This design comes from an exercise in tuning for small area, a short achievable clock period and few clock cycles on the open sky130 flow, not from production work. The RTL was checked by simulation tests, not by an equivalence proof against the original design. Power is estimated from default activity; no workload was simulated.

### run.sh
#!/bin/bash
# synth_recipe.tcl (not shown) runs the flow's synth.tcl, then flattens the netlist and writes it again
# the make line also repeats each setting of config.mk as NAME=value (left out here)
make -C /OpenROAD-flow-scripts/flow DESIGN_CONFIG=/design/flow/config.mk WORK_HOME=/design/flow/orfs CLKGATE_MAP_FILE= SYNTH_SCRIPT=/design/flow/synth_recipe.tcl finish
### config.mk
export PLATFORM = sky130hd
export DESIGN_NAME = interval_task_timer_table
export DESIGN_NICKNAME = interval_task_timer_table
export VERILOG_FILES = /design/flow/design.v
export SDC_FILE = /design/flow/constraint.sdc
export NUM_CORES = 4
export LEC_CHECK = 0
export CAP_MARGIN = 20
export CORE_MARGIN = 2
export CORE_UTILIZATION = 40
export SLEW_MARGIN = 20
### constraint.sdc
create_clock -name core_clock -period 8.0 [get_ports {clk}]
set_input_delay 1.6000 -clock core_clock [delete_from_list [all_inputs] [get_ports {clk}]]
set_output_delay 1.6000 -clock core_clock [all_outputs]
set_load 0.01 [all_outputs]
### design.v
`timescale 1ns / 1ps
package itt_pkg;
	localparam int SLOTS    = 8;
	localparam int IDX_W    = (SLOTS > 1) ? $clog2(SLOTS) : 1;
	localparam int CNT_W    = $clog2(SLOTS + 1);
	localparam int TICK_W   = 32;
	localparam int PERIOD_W = 32;
	localparam int TPM_W    = 16;
	localparam int NEED_W   = PERIOD_W + TPM_W;
	localparam int TIDX_W   = 3;
	localparam int DATA_W   = 32;
	localparam int PADDR_W  = 3;
	localparam logic [PADDR_W-3:0] REG_TICKS_PER_MS = '0;
	localparam logic [TPM_W-1:0]   TPM_RESET        = 16'd1;
	localparam logic CMD_CREATE = 1'b0;
	localparam logic CMD_UPDATE = 1'b1;
endpackage
`timescale 1ns / 1ps
module itt_ram #(
	parameter int WIDTH = 32,
	parameter int DEPTH = 8
) (
	input  logic                                    clk,
	input  logic                                    we,
	input  logic [((DEPTH > 1) ? $clog2(DEPTH) : 1)-1:0] waddr,
	input  logic [WIDTH-1:0]                        wdata,
	input  logic [((DEPTH > 1) ? $clog2(DEPTH) : 1)-1:0] raddr,
	output logic [WIDTH-1:0]                        rdata
);
	logic [WIDTH-1:0] mem [DEPTH];
	always_ff @(posedge clk) begin
		if (we) begin
			mem[waddr] <= wdata;
		end
		rdata <= mem[raddr];
	end
endmodule
`timescale 1ns / 1ps
import itt_pkg::*;
module interval_task_timer_table (
	input  logic               clk,
	input  logic               arst_n,
	input  logic               item_valid,
	output logic               item_ready,
	input  logic               item_cmd,
	input  logic [TICK_W-1:0]  item_now_ticks,
	input  logic [PERIOD_W-1:0] item_period_ms,
	input  logic               item_periodic,
	output logic               result_valid,
	input  logic               result_ready,
	output logic [TIDX_W-1:0]  result_task_index,
	output logic               result_accepted,
	output logic               result_fired,
	output logic               result_last,
	input  logic               psel,
	input  logic               penable,
	input  logic               pwrite,
	input  logic [PADDR_W-1:0] paddr,
	input  logic [DATA_W-1:0]  pwdata,
	output logic [DATA_W-1:0]  prdata,
	output logic               pready
);
	localparam int MK  = 4;                   
	localparam int MCH = PERIOD_W / MK;       
	localparam int MCW = $clog2(MCH);
	logic [TPM_W-1:0] tpm_q;
	logic             cfg_wr;
	assign pready = 1'b1;
	assign cfg_wr = psel && penable && pwrite && paddr[PADDR_W-1:2] == REG_TICKS_PER_MS;
	assign prdata = (paddr[PADDR_W-1:2] == REG_TICKS_PER_MS) ?
		{{(DATA_W-TPM_W){1'b0}}, tpm_q} : '0;
	logic [TICK_W-1:0]   start_q    [SLOTS];
	logic [PERIOD_W-1:0] period_q   [SLOTS];
	logic [TICK_W:0]     need_q     [SLOTS];
	logic [SLOTS-1:0]    periodic_q;
	logic [SLOTS-1:0]    active_q;
	logic [CNT_W-1:0]    count_q;
	logic                a_v;
	logic                a_cmd;
	logic [TICK_W-1:0]   a_now;
	logic [PERIOD_W-1:0] a_per;
	logic                a_periodic;
	logic                g_v;
	logic [SLOTS-1:0]    g_mask;
	logic [IDX_W-1:0]    g_idx;
	logic                g_acc;
	logic [1:0]          q_cnt;
	logic [5:0]          q0, q1;
	logic [CNT_W-1:0]    m_done;      
	logic                m_busy;      
	logic [MCW-1:0]      m_ch;        
	logic [TICK_W-1:0]   m_acc;
	logic                m_sat;
	logic [SLOTS-1:0]    fire;
	logic                create_ok;
	logic                g_emit;
	logic                g_fin;
	logic                exec;
	logic                need_ok;
	assign create_ok = count_q < CNT_W'(SLOTS);
	assign need_ok   = m_done == count_q;
	always_comb begin
		for (int i = 0; i < SLOTS; i++) begin
			logic [TICK_W-1:0] el;
			el = a_now - start_q[i];
			fire[i] = active_q[i] && ({1'b0, el} >= need_q[i]);
		end
	end
	assign g_emit = g_v && q_cnt != 2'd2;
	assign g_fin  = g_emit && (g_mask & (g_mask - 1'b1)) == '0;
	assign exec   = a_v && (!g_v || g_fin) && (a_cmd == CMD_CREATE || need_ok);
	assign item_ready = !a_v || exec;
	logic [SLOTS-1:0] g_low;
	logic [IDX_W-1:0] g_low_idx;
	logic [5:0]       g_beat;
	assign g_low = g_mask & (~g_mask + 1'b1);
	always_comb begin
		g_low_idx = '0;
		for (int i = 0; i < SLOTS; i++) begin
			if (g_low[i]) g_low_idx |= IDX_W'(i);
		end
		if (g_mask != '0)
			g_beat = {TIDX_W'(g_low_idx), 1'b0, 1'b1, g_fin};
		else
			g_beat = {TIDX_W'(g_idx), g_acc, 1'b0, 1'b1};
	end
	logic [PERIOD_W-1:0]  m_per;
	logic [MK-1:0]        m_chunk;
	logic [TPM_W+MK-1:0]  m_pp;
	logic [TICK_W+MK:0]   m_sum;
	logic [MCW-1:0]       m_top;      
	logic                 m_nsat;
	assign m_per   = period_q[m_done[IDX_W-1:0]];
	always_comb begin
		m_top = '0;
		for (int c = 0; c < MCH; c++) begin
			if (m_per[c*MK +: MK] != '0) m_top = MCW'(c);
		end
	end
	assign m_chunk = m_per[m_ch*MK +: MK];
	assign m_pp    = tpm_q * m_chunk;
	assign m_sum   = {1'b0, m_acc, {MK{1'b0}}} + {{(TICK_W+1-TPM_W){1'b0}}, m_pp};
	assign m_nsat  = m_sat || m_sum[TICK_W+MK:TICK_W] != '0;
	always_ff @(posedge clk or negedge arst_n) begin
		if (!arst_n) begin
			tpm_q    <= TPM_RESET;
			m_done   <= '0;
			m_busy   <= 1'b0;
			m_ch     <= '0;
			m_acc    <= '0;
			m_sat    <= 1'b0;
		end else begin
			if (cfg_wr) begin
				tpm_q  <= pwdata[TPM_W-1:0];
				m_done <= '0;
				m_busy <= 1'b0;
			end else if (!m_busy) begin
				if (m_done != count_q) begin
					m_busy <= 1'b1;
					m_ch   <= m_top;
					m_acc  <= '0;
					m_sat  <= 1'b0;
				end
			end else begin
				m_acc <= m_sum[TICK_W-1:0];
				m_sat <= m_nsat;
				m_ch  <= m_ch - 1'b1;
				if (m_ch == '0) begin
					m_busy <= 1'b0;
					m_done <= m_done + 1'b1;
				end
			end
		end
	end
	always_ff @(posedge clk) begin
		if (m_busy && m_ch == '0 && !cfg_wr) begin
			need_q[m_done[IDX_W-1:0]] <= {m_nsat, m_sum[TICK_W-1:0]};
		end
	end
	always_ff @(posedge clk) begin
		for (int i = 0; i < SLOTS; i++) begin
			if (exec && ((a_cmd == CMD_CREATE && count_q == CNT_W'(i)) ||
			             (a_cmd != CMD_CREATE && fire[i] && periodic_q[i]))) begin
				start_q[i] <= a_now;
			end
			if (exec && a_cmd == CMD_CREATE && count_q == CNT_W'(i)) begin
				period_q[i]   <= a_per;
				periodic_q[i] <= a_periodic;
			end
		end
	end
	always_ff @(posedge clk or negedge arst_n) begin
		if (!arst_n) begin
			count_q  <= '0;
			active_q <= '0;
		end else if (exec) begin
			if (a_cmd == CMD_CREATE) begin
				if (create_ok) begin
					active_q[count_q[IDX_W-1:0]] <= 1'b1;
					count_q <= count_q + 1'b1;
				end
			end else begin
				active_q <= active_q & ~(fire & ~periodic_q);
			end
		end
	end
	always_ff @(posedge clk) begin
		if (item_valid && item_ready) begin
			a_cmd      <= item_cmd;
			a_now      <= item_now_ticks;
			a_per      <= item_period_ms;
			a_periodic <= item_periodic;
		end
	end
	always_ff @(posedge clk or negedge arst_n) begin
		if (!arst_n) begin
			a_v <= 1'b0;
		end else if (item_ready) begin
			a_v <= item_valid;
		end
	end
	always_ff @(posedge clk or negedge arst_n) begin
		if (!arst_n) begin
			g_v    <= 1'b0;
			g_mask <= '0;
			g_idx  <= '0;
			g_acc  <= 1'b0;
		end else begin
			if (exec) begin
				g_v <= 1'b1;
				if (a_cmd == CMD_CREATE) begin
					g_mask <= '0;
					g_idx  <= create_ok ? count_q[IDX_W-1:0] : '0;
					g_acc  <= create_ok;
				end else begin
					g_mask <= fire;
					g_idx  <= '0;
					g_acc  <= 1'b0;
				end
			end else if (g_emit) begin
				g_mask <= g_mask & ~g_low;
				if (g_fin) g_v <= 1'b0;
			end
		end
	end
	logic q_pop;
	assign q_pop = q_cnt != 2'd0 && result_ready;
	always_ff @(posedge clk or negedge arst_n) begin
		if (!arst_n) begin
			q_cnt <= 2'd0;
		end else begin
			q_cnt <= q_cnt - {1'b0, q_pop} + {1'b0, g_emit};
		end
	end
	always_ff @(posedge clk) begin
		if (q_cnt == 2'd0 || (q_cnt == 2'd1 && q_pop)) begin
			if (g_emit) q0 <= g_beat;
		end else if (q_pop) begin
			q0 <= q1;
		end
		if (g_emit && (q_cnt - {1'b0, q_pop}) == 2'd1) begin
			q1 <= g_beat;
		end
	end
	assign result_valid      = q_cnt != 2'd0;
	assign result_task_index = q0[5:3];
	assign result_accepted   = q0[2];
	assign result_fired      = q0[1];
	assign result_last       = q0[0];
endmodule
==> results of run 1 <==
## routing by layer
| layer | track usage, % | wire, um | vias up |
|---|---|---|---|
| met1 | 23.0 | 55900 | 17047 |
| met5 | 0 | 0 | - |
| met3 | 2.77 | 4860 | 245 |
| met4 | 7.39 | 5030 | 0 |
| li1 | - | - | 17376 |
| met2 | 30.6 | 59100 | 659 |
## repair_timing
action | 4_1_cts | 5_1_grt
setup endpoints to repair | 0 | 21
resized for setup | 0 | 3
endpoints found under the hold margin | 0 | 0
## critical path, stage by stage, from the launching register on
cell and delay [ps]:
dfrtp_1 470, ha_1 260, ha_1 250, buf_12 210, a222oi_1 330, a41oi_1 300, mux4_2 530, mux2i_1 270
buf_12 190, nor2b_1 70, fa_1 470, fa_1 580, fa_1 430, buf_4 150, ha_1 300, a211o_1 320
a21oi_1 170, o21ai_0 150, a31oi_1 330, o21ai_0 250, a21oi_1 200, buf_4 160, nor2_1 90, a211o_1 280
a21oi_1 110, o21ai_0 110, buf_4 210
## cells in the mapped netlist (60+ instances only)
library cell,n
xor2_1,64
nand2_1,243
a21oi_1,276
xnor2_1,194
edfxtp_1,862
ha_1,548
o21ai_0,174
nand2b_1,61
inv_1,648
a21o_1,177
dfrtp_1,84
nand3_1,60
nor2_1,242
nor2b_1,125
## placed cells by master (no fill, tap or decap), types with 63 or more instances in the layout
master,count
edfxtp_1,862
clkdlybuf4s50_1,112
a21oi_1,275
ha_1,548
dfrtp_1,83
o21ai_0,172
a21o_1,177
inv_1,648
xor2_1,63
nor2_1,234
clkbuf_16,106
nor2b_1,125
buf_4,109
xnor2_1,192
nand2_1,243
## stage by stage
stage / hold WS, ps / setup slack, ps / total power, uW
3_3_place_gp: 462 / 161 / 23900
6_report: 485 / 487 / 29100
2_1_floorplan: 441 / 889 / 18000
4_1_cts: 491 / 22.8 / 29300
3_5_place_dp: 478 / 94.2 / 24300
5_1_grt: 514 / 64.8 / 31300
## cells by family after synthesis
| kind of cell | Yosys count |
|---|---|
| adders and majority gates | 601 |
| muxes | 67 |
| AOI/OAI and AO/OA | 1058 |
| xor gates and xnor gates | 258 |
| DFF | 947 |
| and+or+nand+nor | 972 |
| buffers and inverters | 743 |
| other | 2 |
## worst paths after layout
check | from | endpoint | slack [ps] | depth (start not counted)
min | m_ch[1]$_DFFE_PN0P_ | m_ch[1]$_DFFE_PN0P_ | 480 | 2
min in group asynchronous | arst_n | q_cnt[1]$_DFF_PN0_ | 810 | 1
max in group asynchronous | arst_n | tpm_q[10]$_DFFE_PN0P_ | 5950 | 2
max reg2reg | m_done[0]$_DFFE_PN0P_ | need_q[3][32]$_DFFE_PP_ | 490 | 26
min reg2reg | m_ch[1]$_DFFE_PN0P_ | m_ch[1]$_DFFE_PN0P_ | 480 | 2
max | m_done[0]$_DFFE_PN0P_ | need_q[3][32]$_DFFE_PP_ | 490 | 26
## flip-flops by register name, indices dropped and copies added (netlist names), 8 cells and up
register    cells
g_mask          8
tpm_q          16
a_per          32
need_q        264
periodic_q      8
start_q       256
a_now          32
period_q      256
active_q        8
m_acc          32
## report_power, final
group          internal (uW)  switching, uW
registers               8150            439
logic                   5930           9710
clock network           2820           2050
## area by class of cell
cell class | instances | area share (%)
Antenna cell | 1 | 0.00407
Clock buffer | 125 | 4.43
Clock inverter | 67 | 1.16
Inverter | 650 | 3.97
Multi-Input combinational cell | 2973 | 37.8
Sequential cell | 947 | 45.5
Tap cell | 1768 | 3.60
Timing Repair Buffer | 231 | 3.48
==> metrics.md, run 1 <==
| Metric | Value |
|---|---|
| Outcome | `finished clean` |
| Placer's final routability congestion estimate | `a little under 0.9` |
| Crit-path max FO | `30` |
| Critical Path Start Type | `flip-flop` |
| Slew @ Worst Pin | `~1100 ps` |
| DP Cell Count | `6567` |
| Clock Path Buffers | `3` |
| Hold_buf cts | `0` |
| Max_slew headroom | `a little over a quarter` |
| Placement-stage cell area | `58000 um2` |
| FF+latch count, synth | `947` |
| Routed Antenna Nets | `0` |
| CTS tree | `built` |
| Setup repair after global routing missed its margin | `false` |
| Peak VDD IR | `between 0.0008 and 0.0009 V` |
| Setup repair bufs after CTS | `0` |
| Sequential-to-total area share from yosys stat | `approximately half` |
| Max Cap Viol | `0` |
| Global Route Usage Sum | `between 10% and 20%` |
| Post-Syn Area | `roughly 54000 um2` |
| Final instance area | `~62000 um2` |
| Core footprint | `between 100000 and 150000 um2` |
| Hold crit path type | `flip-flop to flip-flop` |
| Clock Tree Root | `clkbuf_16` |
| Die Height | `371 um` |
| Clock skew | `about 28 ps` |
| Pins Over Slew Limit | `0` |
| # DRC | `0` |
| Total Wirelength | `roughly 120000 um` |
| Hold Fails Final Rpt | `0` |
| Critical Path RT | `between 8000 and 9000 ps` |
| Largest family of logic cells by synthesized area | `adder cells` |
| Initial DRC count | `2275` |
| Yosys top cell by area | `edfxtp_1` |
| Clock Sinks | `approximately 950` |
| HPWL Detailed | `91000 um` |
| Number of fill cells | `around 12k` |
| Syn Inst Count | `between 4k and 5k` |
| Leakage power | `about 0.026 uW` |
| Minimum clock period | `around 7500 ps` |
| Storage cell area | `approximately 28000 um2` |
| Share of cells above drive strength 1 | `between 7 and 8%` |
| Vias in the first global route | `around 36k` |
| Mux cell area share after synthesis | `under 10%` |
| Initial Utilization | `40.4%` |
| Via count | `about 35k` |
| Fmax achieved | `roughly 130 MHz` |
| DRT Pass-1 Iters | `7` |
| Routed wire per std cell | `between 15 and 20 um` |
| Largest net degree at the start of global routing | `65` |
| EDFF count, synth | `about 860` |
| DR vias/cell | `5.22` |
| Syn-to-layout area delta | `14.0%` |
| Synth async-reset ratio | `about 9.0%` |
| Fin crit share | `93.9%` |
| Arrival @ worst endpoint | `a little under 8000 ps` |
| Number of CTS-inserted buffers | `106` |
| Post-synthesis simple-gate area fraction | `between 8 and 9%` |
| Ys flop type | `edfxtp_1` |
| Port Buf Inserts | `113` |
| CP Capture Type | `flip-flop` |
| Pwr per Cell Area | `473 nW/um2` |
| Final std cells w/o fill | `slightly below 7k` |
| Yosys warns | `3` |
| Total die area | `between 100000 and 150000 um2` |
| Worst Path Class, Setup | `flip-flop to flip-flop` |
| Compound-cell area share of the yosys netlist | `around an eighth` |
| Post-Synth Adder-Cell Area | `roughly 15%` |
| GRT Residual Overflow | `0` |
| Initial antenna violation count | `0` |
| Die Span X | `about 370 um` |
| Final layout net count | `approximately 5.6k` |
| Top cells by area, synth | `edfxtp_1, ha_1, inv_1` |
| First-pass GRT wire length | `approximately 190000 um` |
| H-tree Lvls | `3` |
| Post-Synth XOR/XNOR Area | `under 10%` |
| Final setup viols | `0` |
| Top cell type's share of synthesized area | `roughly 48%` |
| Rows | `~130` |
| Synth cell types | `just under 100` |
| Top Ports | `about 150` |
| Clock Pin Slew Worst Setup and Hold Paths | `about 60 ps` |
| Fin util | `between 40% and 50%` |
| Final TNS setup | `0 ps` |
| Area of the multi-input gates | `23300 um2` |
| Syn avg cell area | `~12 um2` |
| Worst-Skew Late Latency | `between 700 and 800 ps` |
Testbench counts, summed over its fixed seeds: cycles 5,482.
==> inputs of run 2 (changes only) <==
--- a/design.v
+++ b/design.v
@@ -87,7 +87,6 @@
 	logic [1:0]          q_cnt;
 	logic [5:0]          q0, q1;
+	logic [CNT_W-1:0]    m_issue;     
 	logic [CNT_W-1:0]    m_done;      
-	logic                m_busy;      
-	logic [MCW-1:0]      m_ch;        
 	logic [TICK_W-1:0]   m_acc;
 	logic                m_sat;
@@ -102,7 +101,14 @@
 	always_comb begin
 		for (int i = 0; i < SLOTS; i++) begin
-			logic [TICK_W-1:0] el;
-			el = a_now - start_q[i];
-			fire[i] = active_q[i] && ({1'b0, el} >= need_q[i]);
+			logic [TICK_W-1:0] cs_s, cs_c;
+			logic [TICK_W+1:0] sum;
+			logic              wrap;
+			cs_s = a_now ^ ~start_q[i] ^ ~need_q[i][TICK_W-1:0];
+			cs_c = (a_now & ~start_q[i]) | (a_now & ~need_q[i][TICK_W-1:0]) |
+				(~start_q[i] & ~need_q[i][TICK_W-1:0]);
+			sum  = {2'b0, cs_s} + {1'b0, cs_c, 1'b1} + 34'd1;
+			wrap = a_now < start_q[i];
+			fire[i] = active_q[i] && !need_q[i][TICK_W] &&
+				(sum[TICK_W+1] || (wrap && sum[TICK_W]));
 		end
 	end
@@ -125,54 +131,81 @@
 			g_beat = {TIDX_W'(g_idx), g_acc, 1'b0, 1'b1};
 	end
-	logic [PERIOD_W-1:0]  m_per;
-	logic [MK-1:0]        m_chunk;
-	logic [TPM_W+MK-1:0]  m_pp;
+	logic [PERIOD_W-1:0]  m_ld;
+	logic [MCW-1:0]       m_top;
+	logic                 l_v;         
+	logic                 l_first;
+	logic [PERIOD_W-1:0]  l_per;
+	logic [MCW-1:0]       l_ch;
+	logic [MK-1:0]        l_chunk;
+	logic                 l_go;        
+	logic                 p_v;
+	logic                 p_first;
+	logic                 p_last;
+	logic [TPM_W+MK-1:0]  p_pp;
 	logic [TICK_W+MK:0]   m_sum;
-	logic [MCW-1:0]       m_top;      
 	logic                 m_nsat;
-	assign m_per   = period_q[m_done[IDX_W-1:0]];
+	logic [MCW-1:0]       l_chn;
+	assign m_ld = period_q[m_issue[IDX_W-1:0]];
 	always_comb begin
 		m_top = '0;
 		for (int c = 0; c < MCH; c++) begin
-			if (m_per[c*MK +: MK] != '0) m_top = MCW'(c);
-		end
-	end
-	assign m_chunk = m_per[m_ch*MK +: MK];
-	assign m_pp    = tpm_q * m_chunk;
-	assign m_sum   = {1'b0, m_acc, {MK{1'b0}}} + {{(TICK_W+1-TPM_W){1'b0}}, m_pp};
-	assign m_nsat  = m_sat || m_sum[TICK_W+MK:TICK_W] != '0;
-	always_ff @(posedge clk or negedge arst_n) begin
-		if (!arst_n) begin
-			tpm_q    <= TPM_RESET;
-			m_done   <= '0;
-			m_busy   <= 1'b0;
-			m_ch     <= '0;
-			m_acc    <= '0;
-			m_sat    <= 1'b0;
+			if (m_ld[c*MK +: MK] != '0) m_top = MCW'(c);
+		end
+	end
+	assign l_chn  = l_ch - 1'b1;
+	assign l_go   = m_issue != count_q && (!l_v || l_ch == '0);
+	assign m_sum  = (p_first ? '0 : {1'b0, m_acc, {MK{1'b0}}}) +
+		{{(TICK_W+1-TPM_W){1'b0}}, p_pp};
+	assign m_nsat = (!p_first && m_sat) || m_sum[TICK_W+MK:TICK_W] != '0;
+	always_ff @(posedge clk) begin
+		if (l_go) begin
+			l_per   <= m_ld;
+			l_ch    <= m_top;
+			l_chunk <= m_ld[m_top*MK +: MK];
+		end else if (l_v) begin
+			l_ch    <= l_chn;
+			l_chunk <= l_per[l_chn*MK +: MK];
+		end
+		if (l_v) begin
+			p_pp    <= tpm_q * l_chunk;
+			p_first <= l_first;
+			p_last  <= l_ch == '0;
+		end
+		if (p_v) begin
+			m_acc <= m_sum[TICK_W-1:0];
+			m_sat <= m_nsat;
+		end
+	end
+	always_ff @(posedge clk or negedge arst_n) begin
+		if (!arst_n) begin
+			tpm_q   <= TPM_RESET;
+			m_issue <= '0;
+			m_done  <= '0;
+			l_v     <= 1'b0;
+			l_first <= 1'b0;
+			p_v     <= 1'b0;
+		end else if (cfg_wr) begin
+			tpm_q   <= pwdata[TPM_W-1:0];
+			m_issue <= '0;
+			m_done  <= '0;
+			l_v     <= 1'b0;
+			p_v     <= 1'b0;
 		end else begin
-			if (cfg_wr) begin
-				tpm_q  <= pwdata[TPM_W-1:0];
-				m_done <= '0;
-				m_busy <= 1'b0;
-			end else if (!m_busy) begin
-				if (m_done != count_q) begin
-					m_busy <= 1'b1;
-					m_ch   <= m_top;
-					m_acc  <= '0;
-					m_sat  <= 1'b0;
-				end
+			p_v <= l_v;
+			if (l_go) begin
+				l_v     <= 1'b1;
+				l_first <= 1'b1;
+				m_issue <= m_issue + 1'b1;
 			end else begin
-				m_acc <= m_sum[TICK_W-1:0];
-				m_sat <= m_nsat;
-				m_ch  <= m_ch - 1'b1;
-				if (m_ch == '0) begin
-					m_busy <= 1'b0;
-					m_done <= m_done + 1'b1;
-				end
-			end
-		end
-	end
-	always_ff @(posedge clk) begin
-		if (m_busy && m_ch == '0 && !cfg_wr) begin
+				l_first <= 1'b0;
+				if (l_v && l_ch == '0) l_v <= 1'b0;
+			end
+			if (p_v && p_last) begin
+				m_done <= m_done + 1'b1;
+			end
+		end
+	end
+	always_ff @(posedge clk) begin
+		if (p_v && p_last && !cfg_wr) begin
 			need_q[m_done[IDX_W-1:0]] <= {m_nsat, m_sum[TICK_W-1:0]};
 		end
--- a/config.mk
+++ b/config.mk
@@ -9,3 +9,4 @@
 export CORE_MARGIN = 2
 export CORE_UTILIZATION = 40
+export SETUP_SLACK_MARGIN = 4.0
 export SLEW_MARGIN = 20
==> run 2 against run 1 <==
Critical path depth is 19 lower. Maximum frequency is 75% higher. Worst hold slack worse by 14 ps. Sequential power down 6.3%. Final area grew 7.2%. Critical path type is now flip-flop to output pin.
==> metrics.md, run 2 <==
| Metric | Value |
|---|---|
| Commonest non-fill, non-tap cell in the layout | `edfxtp_1` |
| Vias in the first global route | `34.7k` |
| Max FFs per register | `~260` |
| Worst hold endpoint | `p_first$_DFFE_PP_` |
| Cell Chain, Critical Path | `or4_4, o41ai_2, nand3_1, o21ai_2, o211ai_1, nand2_1, buf_6` |
| Setup repair after global routing missed its margin | `true` |
| Post-Syn Area | `roughly 55000 um2` |
| DRT Pass-1 Iters | `7` |
| Total Wirelength | `~140000 um` |
| Slew @ Worst Pin | `1130 ps` |
| Syn avg cell area | `13.5 um2` |
| EDFF count, synth | `about 960` |
| Port Buf Inserts | `113` |
| GRT Residual Overflow | `0` |
| Hold Fails Final Rpt | `0` |
| Synth async-reset ratio | `between 5 and 6%` |
| Critical Path Start Type | `flip-flop` |
| Ys flop type | `edfxtp_1` |
| Fin crit share | `53.8%` |
| First-pass GRT wire length | `203000 um` |
| Clock Pin Slew Worst Setup and Hold Paths | `60 ps` |
| Max_slew headroom | `25.0%` |
| Worst reg2reg path endpoint | `start_q[7][31]$_DFFE_PP_` |
| CTS tree | `built` |
| Clock skew | `approximately 62 ps` |
| Die Span X | `374 um` |
| Core footprint | `around 140000 um2` |
| Max stage delay on crit path | `570 ps` |
| Peak VDD IR | `around 0.00025 V` |
| Top Ports | `around 150` |
| Pwr per Cell Area | `350 nW/um2` |
| Most frequent cells in the layout | `edfxtp_1, inv_1, ha_1` |
| Synth cell types | `between 80 and 90` |
| Die Height | `374 um` |
| HPWL Detailed | `slightly below 90000 um` |
| Syn Inst Count | `between 4k and 5k` |
| Share of cells above drive strength 1 | `15.2%` |
| Worst R2R Path Depth | `14` |
| Clock Path Buffers | `3` |
| Hold path cells | `0` |
| Fmax achieved | `232 MHz` |
| Syn-to-layout area delta | `20.4%` |
| Outcome | `finished clean` |
| Global Route Usage Sum | `18.8%` |
| Largest net degree at the start of global routing | `56` |
| HP Start | `l_first$_DFFE_PN0N_` |
| Total die area | `roughly 140000 um2` |
| Worst-Skew Late Latency | `between 700 and 800 ps` |
| DR vias/cell | `5.28` |
| Clock Tree Root | `clkbuf_16` |
| Routed Antenna Nets | `0` |
| Top cells by area, synth | `edfxtp_1, ha_1, fa_1` |
| Yosys warns | `3` |
| Number of CTS-inserted buffers | `~110` |
| Initial DRC count | `~2.2k` |
| R2R setup slack | `slightly below 4000 ps` |
| Placer's final routability congestion estimate | `around 0.85` |
| FF+latch count, synth | `between 1k and 1.5k` |
| FF-to-FF Start | `a_now[6]$_DFFE_PP_` |
| Rows | `135` |
| Crit-path max FO | `6` |
| Final layout net count | `5423` |
| Final setup viols | `0` |
| Top cell type's share of synthesized area | `between 50% and 60%` |
| Slowest CP cell | `or4_4` |
| Pins Over Slew Limit | `0` |
| Fin util | `between 40 and 50%` |
| Most numerous cell in the Yosys netlist | `edfxtp_1` |
| Minimum clock period | `4300 ps` |
| Via count | `between 30k and 40k` |
| # DRC | `0` |
| CP Capture Type | `output pin` |
| Yosys top cell by area | `edfxtp_1` |
| Number of fill cells | `roughly 12k` |
| Hold crit path type | `flip-flop to flip-flop` |
| Critical Path RT | `between 6000 and 7000 ps` |
| Ant diodes | `0` |
| Routed wire per std cell | `between 20 and 25 um` |
| Max Cap Viol | `0` |
| Clock Sinks | `approximately 1.0k` |
| Arrival @ worst endpoint | `~2700 ps` |
| Leakage power | `between 0.02 and 0.03 uW` |
| Worst Path Class, Setup | `flip-flop to output pin` |
| Initial antenna violation count | `3` |
| Sequential-to-total area share from yosys stat | `a little over half` |
| H-tree Lvls | `3` |
| Initial Utilization | `40.4%` |
| Most frequent cells after synthesis | `edfxtp_1, inv_1, ha_1` |
| Final TNS setup | `0 ps` |
run 2: worst max-delay path, delay by kind of cell, from the launching register on:
| family | cells | cell delay, ps |
|---|---|---|
| and+or+nand+nor | 3 | 880 |
| AOI/OAI and AO/OA | 3 | 540 |
| DFF | 1 | 420 |
| buffers and inverters | 1 | 120 |
run 2: kinds of logic after synthesis:
| family | count (synthesis) | share of synthesized area, % |
|---|---|---|
| buffers and inverters | 666 | 4.81 |
| adder cells (fa/ha/maj) | 830 | 22.7 |
| AND/OR/NAND/NOR | 707 | 6.41 |
| multiplexers | 44 | 1.06 |
| flip-flops | 1011 | 54.9 |
| other | 2 | 0.0137 |
| XOR/XNOR | 60 | 0.959 |
| AO/OA/AOI/OAI | 725 | 9.10 |
run 2: layout make-up:
cell class | instances | area, um2 | area share [%]
inverters | 583 | 2190 | 3.33
repair buffers | 393 | 4230 | 6.41
well taps | 1781 | 2230 | 3.38
clock inverters | 69 | 831 | 1.26
multi-input cells | 2393 | 23400 | 35.5
clock buffers | 141 | 2970 | 4.51
flip-flops and latches | 1011 | 30100 | 45.6
run 2: repair_timing:
item / CTS / global route
hold buffers: 0 / 0
pin swaps: 75 / 110
endpoints found under the hold margin: 0 / 0
endpoints found under the setup margin: 623 / 258
gates cloned: 16 / 14
buffers inserted: 104 / 69
resized for setup: 193 / 144
run 2: per-stage QoR:
step                      total power [uW]  worst slack, ps  hold WS, ps  cells  area (um2)
after floorplan                      13400             3660          425   4060       55000
after global placement               16300             2340          434   5955       58600
after detailed placement             16500             2370          459   5955       58600
after CTS                            22500             3660          472   6285       64300
after global routing                 24500             3550          478   6371       65900
final                                23100             3700          470   6371       65900
run 2: how the worst max path moves through the flow:
stage	startpoint	to	slack, ps	depth (start not counted)
4_1_cts	g_mask[0]$_DFFE_PN0P_	item_ready	3660	7
3_5_place_dp	m_issue[2]$_DFFE_PN0P_	l_chunk[2]$_DFFE_PP_	2370	14
3_3_place_gp	m_issue[2]$_DFFE_PN0P_	l_chunk[2]$_DFFE_PP_	2340	14
6_report	g_mask[0]$_DFFE_PN0P_	item_ready	3700	7
2_1_floorplan	a_now[7]$_DFFE_PP_	start_q[6][0]$_DFFE_PP_	3660	11
5_1_grt	g_mask[0]$_DFFE_PN0P_	item_ready	3550	7
run 2: power by group:
part / switching [uW] / total (uW) / internal (uW)
Combinational: 5850 / 9750 / 3900
Sequential: 528 / 8050 / 7520
Clock: 2210 / 5280 / 3070
Total: 8580 / 23100 / 14500
run 2: routing by layer:
metal / global-route usage, % / part of all wire [%] / vias to the layer above
met2: 33.1 / 50 / 757
li1: - / - / 15684
met5: 0 / 0 / -
met3: 2.32 / 4.5 / 208
met4: 6.11 / 2.9 / 0
met1: 24.1 / 43 / 17009
Testbench counts of run 2, summed over its fixed seeds: cycles 5,434.
==> inputs of run 3 (changes only) <==
--- a/config.mk
+++ b/config.mk
@@ -9,4 +9,4 @@
 export CORE_MARGIN = 2
 export CORE_UTILIZATION = 40
-export SETUP_SLACK_MARGIN = 4.0
+export SETUP_SLACK_MARGIN = 5.0
 export SLEW_MARGIN = 20
==> run 3 against run 2 <==
Routed wire length increased by 12%. Synthesized area unchanged. Non-clock buffer count increased by 177.
==> metrics.md, run 3 <==
| Metric | Value |
|---|---|
| Hold WS | `approximately 450 ps` |
| Minimum clock period | `between 4000 and 5000 ps` |
| EDFF count, synth | `about 960` |
| Most frequent cells in the layout | `edfxtp_1, inv_1, ha_1` |
| Max stage delay on crit path | `590 ps` |
| Routed Antenna Nets | `0` |
| Global Route Usage Sum | `a little over a fifth` |
| Setup repair after global routing missed its margin | `true` |
| Initial antenna violation count | `3` |
| Sequential-to-total area share from yosys stat | `54.9%` |
| Top cells by area, synth | `edfxtp_1, ha_1, fa_1` |
| Final layout net count | `around 5.6k` |
| Die Height | `roughly 370 um` |
| Pins Over Slew Limit | `0` |
| Initial DRC count | `approximately 2.6k` |
| WP buf/inv | `1` |
| Share of cells above drive strength 1 | `22.7%` |
| Synth cell types | `just under 90` |
| Worst-Skew Late Latency | `between 700 and 800 ps` |
| Max FFs per register | `264` |
| Final TNS setup | `0 ps` |
| Number of CTS-inserted buffers | `110` |
| Clock Tree Root | `clkbuf_16` |
| Clock Path Buffers | `3` |
| Total Wirelength | `~150000 um` |
| Final setup viols | `0` |
| GRT Residual Overflow | `0` |
| Fin crit share | `54.5%` |
| Yosys top cell by area | `edfxtp_1` |
| Hold Fails Final Rpt | `0` |
| Syn-to-layout area delta | `29.1%` |
| # DRC | `0` |
| Clock skew | `just over 80 ps` |
| Synth async-reset ratio | `5.44%` |
| Pwr per Cell Area | `between 300 and 400 nW/um2` |
| Routed wire per std cell | `around 23 um` |
| Largest net degree at the start of global routing | `56` |
| Port Buf Inserts | `113` |
| Critical Path RT | `around 6400 ps` |
| Top cell type's share of synthesized area | `52.4%` |
| Total die area | `around 140000 um2` |
| GRT busiest layer | `met2` |
| Met1 Resource Use GR | `27.0%` |
| Leakage power | `0.0286 uW` |
| CTS tree | `built` |
| Clock Sinks | `approximately 1.0k` |
| Die Span X | `about 370 um` |
| Fin util | `a little over half` |
| Most numerous cell in the Yosys netlist | `edfxtp_1` |
| Vias in the first global route | `approximately 36k` |
| Syn Inst Count | `slightly above 4k` |
| Crit-path max FO | `6` |
| Cell Chain, Critical Path | `or4_4, o41ai_4, nand3_2, o21ai_2, o211ai_1, nand2_1, buf_2` |
| Max_slew headroom | `36.9%` |
| First-pass GRT wire length | `roughly 220000 um` |
| Top Ports | `149` |
| DR vias/cell | `5.34` |
| FF+latch count, synth | `slightly above 1k` |
| Post-Syn Area | `about 55000 um2` |
| Fmax achieved | `about 230 MHz` |
| Arrival @ worst endpoint | `around 2800 ps` |
| Slowest CP cell | `or4_4` |
| Number of fill cells | `10.9k` |
| Hold crit path type | `flip-flop to flip-flop` |
| DP Cell Count | `approximately 6k` |
| Peak VDD IR | `between 0.0002 and 0.0003 V` |
| Initial Utilization | `between 40% and 50%` |
| H-tree Lvls | `3` |
| Critical Path Start Type | `flip-flop` |
| Most frequent cells after synthesis | `edfxtp_1, inv_1, ha_1` |
| Hold_buf cts | `0` |
| Commonest non-fill, non-tap cell in the layout | `edfxtp_1` |
| Ys flop type | `edfxtp_1` |
| Core footprint | `about 140000 um2` |
| Rows | `135` |
| Via count | `between 30k and 40k` |
| M2 GR Usage | `a little under two fifths` |
| DRT Pass-1 Iters | `5` |
| Final std cells w/o fill | `6551` |
| CP Capture Type | `output pin` |
| Outcome | `finished clean` |
| Slew @ Worst Pin | `~950 ps` |
| Placer's final routability congestion estimate | `0.849` |
| Max Cap Viol | `0` |
| Met3 GRT Util | `approximately 3.1%` |
| Yosys warns | `3` |
| Worst Path Class, Setup | `flip-flop to output pin` |
| Family with the most delay on the worst path | `simple AND/OR/NAND/NOR gates` |
| Clock Pin Slew Worst Setup and Hold Paths | `60 ps` |
| Syn avg cell area | `about 14 um2` |
| HPWL Detailed | `87500 um` |
run 3: cell counts after synthesis:
No cell type changed its count.
run 3: what timing repair did:
item / in CTS / in global routing
gates cloned: 59 / 15
pin swaps: 182 / 118
buffers inserted: 255 / 80
setup endpoints to repair: 1136 / 843
gates resized for setup: 633 / 182
run 3: cell type report:
cell class | instances | area [um2] | share of cell area (%)
antenna | 1 | 2.50 | 0.00354
multi-input combinational | 2400 | 25200 | 35.6
timing repair inverter | 3 | 22.5 | 0.0319
tap | 1781 | 2230 | 3.15
clock buffer | 128 | 2820 | 3.99
timing repair buffer | 570 | 7350 | 10.4
sequential | 1011 | 30100 | 42.6
inverter | 583 | 2220 | 3.14
clock inverter | 74 | 810 | 1.15
run 3: power by group:
| group | leakage, uW | switching (uW) | total [uW] | internal (uW) |
|---|---|---|---|---|
| logic | 0.0174 | 6850 | 12300 | 5400 |
| clock network | 0.00175 | 2230 | 5130 | 2900 |
| registers | 0.00944 | 584 | 8100 | 7520 |
run 3: per-layer routing:
| layer | vias up | share of wire (%) |
|---|---|---|
| met5 | - | 0 |
| met4 | 0 | 3.7 |
| met3 | 263 | 5.3 |
| met2 | 988 | 50 |
| met1 | 17668 | 41 |
| li1 | 16080 | - |
run 3: per-stage QoR:
stage | cell area (um2) | worst slack, ps | total power [uW]
4_1_cts | 68700 | 3540 | 24500
6_report | 70700 | 3640 | 25500
5_1_grt | 70700 | 3480 | 26900
3_3_place_gp | 58900 | 2550 | 16300
2_1_floorplan | 55600 | 3660 | 13600
3_5_place_dp | 58900 | 2490 | 16600
run 3: cells by family (layout without fill, tap and decap cells):
kind of cell	Yosys count	count (layout)	synth area share, %
XOR/XNOR	60	60	0.959
multiplexers	44	44	1.06
AND/OR/NAND/NOR	707	713	6.41
flip-flops	1011	1011	54.9
other	2	18	0.0137
buffers and inverters	666	1358	4.81
adder cells (fa/ha/maj)	830	830	22.7
AO/OA/AOI/OAI	725	736	9.10
run 3: final timing paths:
kind | slack (ps) | depth (start not counted) | from | endpoint
worst max-delay path | 3640 | 7 | g_mask[3]$_DFFE_PN0P_ | item_ready
worst min-delay path | 450 | 0 | l_first$_DFFE_PN0N_ | p_first$_DFFE_PP_
worst max register to register | 3850 | 15 | a_now[14]$_DFFE_PP_ | start_q[2][24]$_DFFE_PP_
worst min register to register | 450 | 0 | l_first$_DFFE_PN0N_ | p_first$_DFFE_PP_
max in group asynchronous | 6260 | 2 | arst_n | tpm_q[3]$_DFFE_PN0P_
min in group asynchronous | 990 | 2 | arst_n | q_cnt[1]$_DFF_PN0_
run 3: worst register-to-register path, delay by kind of cell, from the launching register on:
family	cells	cell delay, ps
AO/OA/AOI/OAI	5	990
adder cells (fa/ha/maj)	3	1190
buffers and inverters	5	740
flip-flops	1	520
AND/OR/NAND/NOR	2	360

==> static timing again, ports no longer ideal <==
In the flow no input, the clock included, has a driving cell. The finished layouts below were timed again as built, in two steps.
Step 1 sets driving cells, clkbuf_16 on the clock port and buf_2 on the other inputs (assumed; they add their load-dependent delay and slew).
Step 2 adds t to the input delays and takes it off the output delays; t is the mean of the earliest and latest rising clock arrival at the registers after step 1. Input paths then give back, and output paths get back, about the clock's delay inside the block.
Three values: ideal ports, drivers, drivers and shift; two values: the first two.
run	shift t [ns]	setup WS [ns]	worst setup path after step 2	latest minus earliest clock arrival (ns)	worst data-port slew with drivers (ns)
run 1	0.787	0.487 / 0.487 / 0.487	register to register	0.030 / 0.030	0.07
run 2	0.795	3.696 / 3.621 / 3.369	input to register	0.068 / 0.068	0.08
run 3	0.821	3.640 / 3.572 / 3.851	register to register	0.089 / 0.089	0.10
After both steps setup and hold are still met in every run listed. The setup slack of run 2, which loses most, moves by -0.075 ns with the drivers and by -0.327 ns with both steps.
